This design comes from an exercise in tuning for small area and a short achievable clock period on the open sky130 flow, not from production work.
Only simulation tests tie the RTL to the original design; equivalence was not proved.
Power figures rest on the tool's default switching activity, not on a simulated workload.

--- design/flow/run.sh ---
#!/bin/bash
# synth_recipe.tcl (not shown) runs the flow's synth.tcl, then flattens the netlist and writes it again
# the make line also repeats each setting of config.mk as NAME=value (left out here)
make -C /OpenROAD-flow-scripts/flow DESIGN_CONFIG=/design/flow/config.mk WORK_HOME=/design/flow/orfs CLKGATE_MAP_FILE= SYNTH_SCRIPT=/design/flow/synth_recipe.tcl finish
--- design/flow/config.mk ---
export PLATFORM = sky130hd
export DESIGN_NAME = battleVideoTop
export DESIGN_NICKNAME = battleVideoTop
export VERILOG_FILES = /design/flow/design.v
export SDC_FILE = /design/flow/constraint.sdc
export NUM_CORES = 4
export LEC_CHECK = 0
export CAP_MARGIN = 20
export CORE_MARGIN = 2
export CORE_UTILIZATION = 40
export SLEW_MARGIN = 20
--- design/flow/constraint.sdc ---
create_clock -name core_clock -period 5.0 [get_ports {clk}]
set_input_delay 1.0000 -clock core_clock [delete_from_list [all_inputs] [get_ports {clk}]]
set_output_delay 1.0000 -clock core_clock [all_outputs]
set_load 0.01 [all_outputs]
--- design/flow/design.v ---
package battlePkg;
    typedef logic [9:0]  pixelCoord_t;   
    typedef logic [3:0]  tileIdx_t;      
    typedef logic [1:0]  tileCode_t;     
    typedef logic [11:0] rgb_t;          
    typedef struct packed {
        pixelCoord_t x;                  
        pixelCoord_t y;                  
        logic        active;             
        logic        hsync;              
        logic        vsync;              
    } rasterPos_t;
    typedef struct packed {
        logic      board;                
        tileIdx_t  row;
        tileIdx_t  col;
        tileCode_t code;
    } tileWrite_t;
    typedef struct packed {
        logic       enable;
        tileIdx_t   row;                 
        tileIdx_t   col;                 
        logic       vertical;            
        logic [2:0] len;                 
    } ghostCfg_t;
endpackage
`timescale 1ns/10ps
module displayTiming (
    input  logic                  clk,
    input  logic                  rstN,
    output battlePkg::rasterPos_t pos
);
    battlePkg::pixelCoord_t hCnt;                   
    battlePkg::pixelCoord_t vCnt;                   
    logic        lineEnd;
    logic        frameEnd;
    assign lineEnd  = (hCnt == battlePkg::pixelCoord_t'((640 + 16 + 96 + 48) - 1));
    assign frameEnd = (vCnt == battlePkg::pixelCoord_t'((480 + 10 + 2 + 33) - 1));
    always_ff @(posedge clk) begin
        if (!rstN) begin
            hCnt <= '0;
            vCnt <= '0;
        end else begin
            if (lineEnd) begin
                hCnt <= '0;
                vCnt <= frameEnd ? '0 : vCnt + 1'b1;  
            end else begin
                hCnt <= hCnt + 1'b1;
            end
        end
    end
    assign pos.x      = hCnt;
    assign pos.y      = vCnt;
    assign pos.active = (hCnt < 640) && (vCnt < 480);
    assign pos.hsync = !((hCnt >= (640 + 16)) &&
                         (hCnt <  (640 + 16 + 96)));
    assign pos.vsync = !((vCnt >= (480 + 10)) &&
                         (vCnt <  (480 + 10 + 2)));
endmodule
`timescale 1ns/10ps
module tileMemory (
    input  logic                 clk,
    input  logic                 we,
    input  logic [7:0]           wAddr,      
    input  battlePkg::tileCode_t wData,
    input  logic [7:0]           rAddr,
    output battlePkg::tileCode_t rData
);
    localparam int Depth = 16 * 16;  
    battlePkg::tileCode_t mem [Depth];
    always_ff @(posedge clk) begin
        if (we) begin
            mem[wAddr] <= wData;
        end
    end
    always_ff @(posedge clk) begin
        rData <= mem[rAddr];
    end
endmodule
`timescale 1ns/10ps
module boardRenderer (
    input  logic                  clk,
    input  logic                  rstN,
    input  battlePkg::rasterPos_t pos,
    input  battlePkg::tileWrite_t tileWr,
    input  logic                  tileWrValid,
    output logic                  tileWrReady,
    output battlePkg::rasterPos_t posD,
    output logic                  onUs,
    output logic                  onThem,
    output battlePkg::tileCode_t  tileCode
);
    battlePkg::pixelCoord_t usRelX;                 
    battlePkg::pixelCoord_t themRelX;
    logic        inUs;
    logic        inThem;
    battlePkg::tileIdx_t    tileRow;
    logic [7:0]  usRAddr;
    logic [7:0]  themRAddr;
    logic [7:0]  wAddr;
    logic        wrAccept;
    battlePkg::tileCode_t   usData;
    battlePkg::tileCode_t   themData;
    assign usRelX   = pos.x - battlePkg::pixelCoord_t'(0);    
    assign themRelX = pos.x - battlePkg::pixelCoord_t'(256);
    assign inUs     = pos.active && (pos.y < (16 << 4)) && (usRelX < (16 << 4));
    assign inThem   = pos.active && (pos.y < (16 << 4)) && (themRelX < (16 << 4));
    assign tileRow   = battlePkg::tileIdx_t'(pos.y >> 4);
    assign usRAddr   = {tileRow, battlePkg::tileIdx_t'(usRelX >> 4)};
    assign themRAddr = {tileRow, battlePkg::tileIdx_t'(themRelX >> 4)};
    assign tileWrReady = !pos.active;
    assign wrAccept    = tileWrValid && tileWrReady;
    assign wAddr       = {tileWr.row, tileWr.col};
    tileMemory usMem_i (
        .clk   (clk),
        .we    (wrAccept && !tileWr.board),
        .wAddr (wAddr),
        .wData (tileWr.code),
        .rAddr (usRAddr),
        .rData (usData)
    );
    tileMemory themMem_i (
        .clk   (clk),
        .we    (wrAccept && tileWr.board),
        .wAddr (wAddr),
        .wData (tileWr.code),
        .rAddr (themRAddr),
        .rData (themData)
    );
    always_ff @(posedge clk) begin
        if (!rstN) begin
            onUs   <= 1'b0;
            onThem <= 1'b0;
        end else begin
            onUs   <= inUs;
            onThem <= inThem;
        end
    end
    always_ff @(posedge clk) begin
        posD <= pos;                     
    end
    assign tileCode = onUs   ? usData   :
                      onThem ? themData : 2'd0;
endmodule
`timescale 1ns/10ps
module ghostShip (
    input  logic                  clk,
    input  logic                  rstN,
    input  battlePkg::rasterPos_t pos,
    input  battlePkg::ghostCfg_t  ghostCfg,
    output logic                  ghostHit
);
    battlePkg::ghostCfg_t   cfgQ;                   
    battlePkg::ghostCfg_t   cfgCur;
    logic        atOrigin;
    battlePkg::pixelCoord_t relX;
    logic        inUs;
    battlePkg::tileIdx_t    tileRow;
    battlePkg::tileIdx_t    tileCol;
    logic [4:0]  runEnd;                 
    logic        hitH;
    logic        hitV;
    assign atOrigin = (pos.x == '0) && (pos.y == '0);
    assign cfgCur   = atOrigin ? ghostCfg : cfgQ;  
    always_ff @(posedge clk) begin
        if (!rstN) begin
            cfgQ <= '0;                  
        end else if (atOrigin) begin
            cfgQ <= ghostCfg;
        end
    end
    assign relX    = pos.x - battlePkg::pixelCoord_t'(0);
    assign inUs    = pos.active && (pos.y < (16 << 4)) && (relX < (16 << 4));
    assign tileRow = battlePkg::tileIdx_t'(pos.y >> 4);
    assign tileCol = battlePkg::tileIdx_t'(relX >> 4);
    assign runEnd = (cfgCur.vertical ? {1'b0, cfgCur.row} : {1'b0, cfgCur.col})
                    + {2'b00, cfgCur.len};
    assign hitH = !cfgCur.vertical && (tileRow == cfgCur.row) &&
                  (tileCol >= cfgCur.col) && ({1'b0, tileCol} < runEnd);
    assign hitV = cfgCur.vertical && (tileCol == cfgCur.col) &&
                  (tileRow >= cfgCur.row) && ({1'b0, tileRow} < runEnd);
    always_ff @(posedge clk) begin
        if (!rstN) begin
            ghostHit <= 1'b0;
        end else begin
            ghostHit <= cfgCur.enable && inUs && (hitH || hitV);
        end
    end
endmodule
`timescale 1ns/10ps
module pixelMixer (
    input  logic                  clk,
    input  logic                  rstN,
    input  battlePkg::rasterPos_t posD,
    input  logic                  onUs,
    input  logic                  onThem,
    input  logic                  ghostHit,
    input  battlePkg::tileCode_t  tileCode,
    output battlePkg::rgb_t       rgb,
    output logic                  hsync,
    output logic                  vsync
);
    battlePkg::rgb_t tileColor;
    battlePkg::rgb_t pixColor;
    always_comb begin
        case (tileCode)
            2'd1: tileColor = 12'h888;
            2'd2:  tileColor = 12'hF00;
            2'd3: tileColor = 12'hFFF;
            default:   tileColor = 12'h028;
        endcase
    end
    always_comb begin
        if (!posD.active) begin
            pixColor = 12'h000;
        end else if (ghostHit) begin
            pixColor = 12'h0F0;
        end else if (onUs || onThem) begin
            pixColor = tileColor;
        end else begin
            pixColor = 12'h222;
        end
    end
    always_ff @(posedge clk) begin
        if (!rstN) begin
            rgb   <= 12'h000;
            hsync <= 1'b1;               
            vsync <= 1'b1;
        end else begin
            rgb   <= pixColor;
            hsync <= posD.hsync;
            vsync <= posD.vsync;
        end
    end
endmodule
`timescale 1ns/10ps
module battleVideoTop (
    input  logic                  clk,
    input  logic                  rstN,
    input  battlePkg::tileWrite_t tileWr,
    input  logic                  tileWrValid,
    output logic                  tileWrReady,
    input  battlePkg::ghostCfg_t  ghostCfg,
    output battlePkg::rgb_t       rgb,
    output logic                  hsync,
    output logic                  vsync
);
    battlePkg::rasterPos_t pos;                     
    battlePkg::rasterPos_t posD;                    
    battlePkg::tileCode_t  tileCode;
    logic       onUs;
    logic       onThem;
    logic       ghostHit;
    displayTiming timing_i (
        .clk  (clk),
        .rstN (rstN),
        .pos  (pos)
    );
    boardRenderer render_i (
        .clk         (clk),
        .rstN        (rstN),
        .pos         (pos),
        .tileWr      (tileWr),
        .tileWrValid (tileWrValid),
        .tileWrReady (tileWrReady),
        .posD        (posD),
        .onUs        (onUs),
        .onThem      (onThem),
        .tileCode    (tileCode)
    );
    ghostShip ghost_i (
        .clk      (clk),
        .rstN     (rstN),
        .pos      (pos),
        .ghostCfg (ghostCfg),
        .ghostHit (ghostHit)
    );
    pixelMixer mixer_i (
        .clk      (clk),
        .rstN     (rstN),
        .posD     (posD),
        .onUs     (onUs),
        .onThem   (onThem),
        .ghostHit (ghostHit),
        .tileCode (tileCode),
        .rgb      (rgb),
        .hsync    (hsync),
        .vsync    (vsync)
    );
endmodule
==> summary.txt <==
outcome=no timing/DRC/antenna violations; Post-DP HPWL=59.5 mm; Layout Nets=between 2000 and 3000; Slew Limit Fails=0; Crit path largest cell delay=around 0.47 ns; CP Cell Sequence=nor4_1, nand3_1, nor3_4, buf_4, mux2i_1, mux2i_1, ha_1, inv_1, fa_1, ha_1, a21oi_1, a21oi_1, o21a_1, a21oi_1, maj3_2, o21ai_0, nand2_1; Mapped Cells=~2600; Worst setup SP type=flop; most common cell after layout, fill and taps aside=edfxtp_1; area growth from synthesis to final layout=13.2%; dpl ws=slightly above 0.8 ns; Slew headroom=0.298; RSZ-0062 raised after global routing=false; most frequent cells in the layout=edfxtp_1, nor2_1, mux4_2; Final Total Pwr=approximately 19 mW; cts repair resizes=0; Sw Share=0.201; crit path kind=flop to flop; gr usage total=0.189; Detailed Route WL=approximately 110 mm; area leader, netlist=edfxtp_1; root buffer cell=clkbuf_16; register share of total power=0.531; EDFF count, synth=around 1000; Die X-Extent=335 um; first-pass GRT wire length=~160 mm; Peak Freq=~250 MHz; vias per inst=between 5 and 6; IO buf count=41; H-tree depth=3; drc violations=0; Clk pin slew, worst setup/hold paths=approximately 0.06 ns; Synth area leaders=edfxtp_1, mux4_2, nor2_1; Final Cycle Share=0.808; PD cells=approximately 380 mW/mm^2; sequential area share after synthesis=0.725; Final Cell Area=a little under 0.05 mm^2; Routed wire per std cell=25.9 um; TNS Setup=0 ns; Worst Skew=0.0318 ns; Seq cells post-synth=~1100; synthesized cell area=approximately 0.044 mm^2; Boundary Pins=42; maximum clock path buffer count=3; Die H=335 um; Starting Density=0.403; Top FF cell, synth=edfxtp_1; CP Data Arrival Time=around 4.6 ns; Final Setup Violations=0; via count=approximately 24000; Placer Congestion=0.799; warning count from the yosys run=5; top cell type's share of synthesized area=0.701; Final Hold Viols=0; FP Rows=around 120; post-synthesis async set-or-reset flop share=0; cell count after placement=3902; CP most frequent cell=a21oi_1; Hold Crit Class=flop to flop; vias in the first global route=24800; Final Worst Setup Slack=~0.96 ns; initial DRC count=around 2700; syn_nets=between 2000 and 3000; NetSw=~3.7 mW; CP max-delay cell=dfxtp_1; measured slew at the worst slew-check pin=around 1.0 ns; Routed Antenna Nets=0; pin count of the biggest net entering global routing=roughly 140; share of layout cells above drive strength 1=0.193; LEAKAGE=14.8 nW; Worst Setup End Kind=flop; worst skew pair latency=a little under 0.7 ns; total setup buffers inserted after CTS=0; Clk pwr share=0.445; clock sink total=1078; Core Area=0.109 mm^2; Final min period=about 4.0 ns; global route total overflow=0; CTS tree=built; Netlist cell types=55; peak supply drop=0.244 mV; total clock buffers created by CTS=around 110; hold_ws=around 0.42 ns; Layout Cells excl Fill=4108; Finished Core Util=0.456; max_cap viols=0; drt pass-1 iters=5; initial antenna violation count=11; Syn Area/Cell=roughly 17 um^2; die footprint=roughly 0.11 mm^2; Data required, critical path=between 5 and 6 ns; CP Max Fanout=15; cell-internal power=~15 mW; placed cell areas=0.0460 mm^2; Comb power frac=0.024; hold buffer count at cts=0
## area by class of cell
type / count / area, um^2
fill: 9160 / 59200
sequential: 1078 / 31800
multi-input combinational: 1276 / 11200
clock buffer: 121 / 2770
tap: 1414 / 1770
timing repair buffer: 114 / 1120
clock inverter: 81 / 903
inverter: 20 / 75.1
antenna: 4 / 10.0
## metal layers
layer  vias to the layer above  global-route usage  share of wire
li1                      10100                   -              -
met1                     12300               0.241           0.39
met2                       893               0.316           0.49
met3                       199              0.0486          0.087
met4                        12              0.0598          0.029
met5                         -                   0        0.00080
## cells by family (layout without fill, tap and decap cells)
group	Yosys count	in the layout	share of synthesized area
other	0	4	0
buffers and inverters	208	336	0.0204
muxes	278	278	0.136
AOI/OAI and AO/OA	220	220	0.0368
adders and majority gates	24	24	0.00696
DFF	1078	1078	0.725
and+or+nand+nor	736	736	0.0703
xor gates and xnor gates	18	18	0.00359
## registers in the layout, summed over array words and instances, names as in the netlist
register                  flops
ghost_i.cfgQ                 13
ghost_i.ghostHit              1
mixer_i.hsync                 1
mixer_i.rgb                   9
mixer_i.vsync                 1
render_i.onThem               1
render_i.onUs                 1
render_i.posD                 3
render_i.themMem_i.mem      512
render_i.themMem_i.rData      2
render_i.usMem_i.mem        512
render_i.usMem_i.rData        2
timing_i.hCnt                10
timing_i.vCnt                10
## worst paths after layout
path | start | endpoint | slack (ns) | cells past startpoint
max | timing_i.hCnt[7] | ghost_i.ghostHit | 0.96 | 17
min | render_i.posD[0] | mixer_i.vsync | 0.42 | 1
max reg2reg | timing_i.hCnt[7] | ghost_i.ghostHit | 0.96 | 17
min reg2reg | render_i.posD[0] | mixer_i.vsync | 0.42 | 1
## critical path, delay by kind of cell (launching register included)
| kind | cells | cell delay, ns |
|---|---|---|
| flip-flops | 1 | 0.47 |
| buffers and inverters | 2 | 0.38 |
| AO/OA/AOI/OAI | 5 | 0.51 |
| multiplexers | 2 | 0.48 |
| adder cells (fa/ha/maj) | 4 | 1.30 |
| AND/OR/NAND/NOR | 4 | 0.78 |
## cells in the mapped netlist, types with 26 or more instances
| master | number |
|---|---|
| a21oi_1 | 45 |
| a221oi_1 | 32 |
| a22o_1 | 32 |
| a22oi_1 | 69 |
| buf_2 | 26 |
| clkbuf_1 | 127 |
| dfxtp_1 | 54 |
| edfxtp_1 | 1024 |
| mux4_2 | 256 |
| nand2_1 | 42 |
| nand3_1 | 38 |
| nor2_1 | 556 |
| nor2b_1 | 26 |
## power groups by stage
stage                     clock network, mW  registers [mW]  logic [mW]
after global placement                    0            10.1       0.433
after CTS                              8.45            9.89       0.442
after floorplan                           0            10.1       0.184
final                                  8.30            9.89       0.439
after global routing                   8.81            9.89       0.484
after detailed placement                  0            10.1       0.440

static timing again, ports no longer ideal:
How much do the figures lean on ideal ports? The routed layout below was timed once more, with nothing changed but the port constraints.
Step 1: set_driving_cell puts a clkbuf_16 on clk and a buf_2 on each other input, an assumption about the parent block.
Step 2 moves the port delays by t, midway between the first and last clock arrival at a register: inputs arrive t later, outputs are due t later. That takes back most of the time a late clock gives input paths.
Slacks: no drivers / after step 1 / after step 2; pairs: no drivers / after step 1.
shift t [ns]: 0.730
slack for setup (ns): 0.958 / 0.958 / 0.787
hold slack, ns: 0.419 / 0.419 / 0.419
pins driven straight from the clock port: 1
After both steps this run still meets setup and hold. The setup slack of this run moves by 0.000 ns with the drivers and by -0.171 ns with both steps.
